What follows belongs to an exercise in optimizing a design on an open flow for small area, a short achievable clock period and few clock cycles; a production flow would make more cautious choices. RTL that was checked went through simulation tests only; none was proved equivalent to the original. Power and IR drop assume default switching activity.

// dcache_top
module dcache_top (
	input  logic               clk,
	input  logic               rst_n,
	input  logic               i_req_valid,
	input  logic               i_req_write,
	input  dcache_pkg::addr_t  i_req_addr,
	input  dcache_pkg::addr_t  i_req_addr_next,
	input  dcache_pkg::word_t  i_req_wdata,
	output logic               o_resp_valid,
	output dcache_pkg::word_t  o_resp_rdata,
	output logic               o_mem_rd_go,
	output dcache_pkg::addr_t  o_mem_rd_base,
	input  logic               i_mem_rd_done,
	input  logic               i_mem_rd_valid,
	input  dcache_pkg::word_t  i_mem_rd_data,
	output logic               o_mem_wr_go,
	output dcache_pkg::addr_t  o_mem_wr_base,
	input  logic               i_mem_wr_done,
	output logic               o_mem_wr_valid,
	output dcache_pkg::word_t  o_mem_wr_data
);
For scale: about 5,700 cells after synthesis, ~200 I/O pins, ~94,000 µm² of cells after synthesis.
clock: 7.5 ns
lec_check: 0
cap_margin: 20
core_margin: 2
core_utilization: 40
setup_slack_margin: 4.0
slew_margin: 20
standard.sh (not shown) runs the stock make flow with config.mk's settings and CLKGATE_MAP_FILE= SYNTH_SCRIPT=/design/flow/synth_recipe.tcl, a recipe that flattens the netlist after the stock synthesis.
==> flow/flow/run.sh <==
#!/bin/bash
# The standard layout, with two changes to the resizer's freedom: the ports get plain
# buffers (buf_2) instead of the delay cells buffer_ports picks by default, and cell sizing
# may change a cell's footprint, so a port buffer on a critical path can be sized up.
# make's full output goes to make_finish.log; ORFS keeps each step's log under orfs/logs.
set -euo pipefail
bash standard.sh MATCH_CELL_FOOTPRINT=0 \
	"BUFFER_PORTS_ARGS=-buffer_cell sky130_fd_sc_hd__buf_2" \
	finish > make_finish.log 2>&1
==> next run, changes <==
--- a/flow/design.v
+++ b/flow/design.v
@@ -54,40 +54,42 @@
 	logic wb_active_q;
 	dcache_pkg::offset_t wb_count_q;
 	logic [WORDS - 1 : 0][DW - 1 : 0] flush_q;
 	dcache_pkg::tag_t cur_tag_q, victim_tag_q;
 	dcache_pkg::index_t cur_index_q;
 	dcache_pkg::offset_t cur_offset_q;
 	logic cur_hit_q, cur_hitc_q, cur_wp_q, cur_wpnc_q, cur_crit_q, cur_mc_q, cur_md_q;
 	dcache_pkg::word_t cur_rdata_q;
 	logic answer, store, go, wr_go, fill_beat, store_fill_line;
 	dcache_pkg::beat_t fill_write;
-	assign answer = i_req_valid & (i_mem_rd_valid
-		? (i_req_write ? cur_wpnc_q : cur_hitc_q)
-		: (i_req_write ? cur_wp_q : cur_hit_q));
+	assign answer = i_req_valid & (
+		(~i_req_write & cur_hit_q)
+		| (~i_req_write & i_mem_rd_valid & cur_hitc_q)
+		| (i_req_write & cur_wpnc_q)
+		| (i_req_write & ~i_mem_rd_valid & cur_wp_q));
 	assign store = answer & i_req_write;
 	assign fill_beat = i_mem_rd_valid & fill_active_q;
 	assign store_fill_line = store & fill_active_q & (cur_index_q == fill_index_q);
 	always_comb
 	begin
 		for (int p = 0; p < WORDS; p++)
 			fill_write[p] = fill_beat & (fill_count_q == p) & ~fill_skip_q[p]
 				& ~(store_fill_line & (cur_offset_q == p));
 	end
 	assign go = i_req_valid & i_mem_rd_done & (cur_mc_q | (cur_md_q & i_mem_wr_done));
 	assign o_resp_valid = answer;
 	assign o_resp_rdata = cur_crit_q ? i_mem_rd_data : cur_rdata_q;
 	assign o_mem_rd_go = go;
-	assign o_mem_rd_base = {cur_tag_q, cur_index_q, 4'b0000};
+	assign o_mem_rd_base = {i_req_addr[dcache_pkg::ADDR_WIDTH - 1 : 4], 4'b0000};
 	assign wr_go = i_req_valid & i_mem_rd_done & i_mem_wr_done & cur_md_q;
 	assign o_mem_wr_go = wr_go;
-	assign o_mem_wr_base = {victim_tag_q, cur_index_q, 4'b0000};
+	assign o_mem_wr_base = {victim_tag_q, i_req_addr[7 : 4], 4'b0000};
 	assign o_mem_wr_valid = wb_active_q;
 	assign o_mem_wr_data = flush_q[0];
 	logic [WORDS - 1 : 0][DW - 1 : 0] wbus;
 	always_comb
 	begin
 		for (int p = 0; p < WORDS; p++)
 		begin
 			if (fill_write[p])
 				wbus[p] = i_mem_rd_data;
 			else
The changed run went through all stages and came out clean.
Total power went up by a few percent.
Area after synthesis climbs slightly.
Via count went up by a few percent.
Hold slack is worse by 0.0067 ns.
Routed wire length grows by a few percent.
Testbench counts after the change, summed over its fixed seeds: cycles 13,249.
No functional check of the RTL was part of the first run of this note.

-- separate check: timing with driven ports --
Ports are ideal in the flow. The routed layouts listed here were re-timed in OpenROAD. Step 1: set_driving_cell puts a clkbuf_16 on clk and a buf_2 on each other input, an assumption about the parent block. Step 2 times the ports against the registers' clock, not the clock port: input delays grow and output delays shrink by t, the midpoint of the rising clock arrivals with the driver on. Slacks: no drivers / after step 1 / after step 2; pairs: no drivers / after step 1.
run | shift t [ns] | setup WS [ns] | pins driven straight from the clock port
the first run | 0.953 | 3.694 / 3.636 / 2.713 | 1
the second run | 0.984 | 3.796 / 3.584 / 2.600 | 1
After both steps every run listed still meets setup and hold. The setup slack of the second run, which loses most, moves by -0.212 ns with the drivers and by -1.196 ns with both steps.
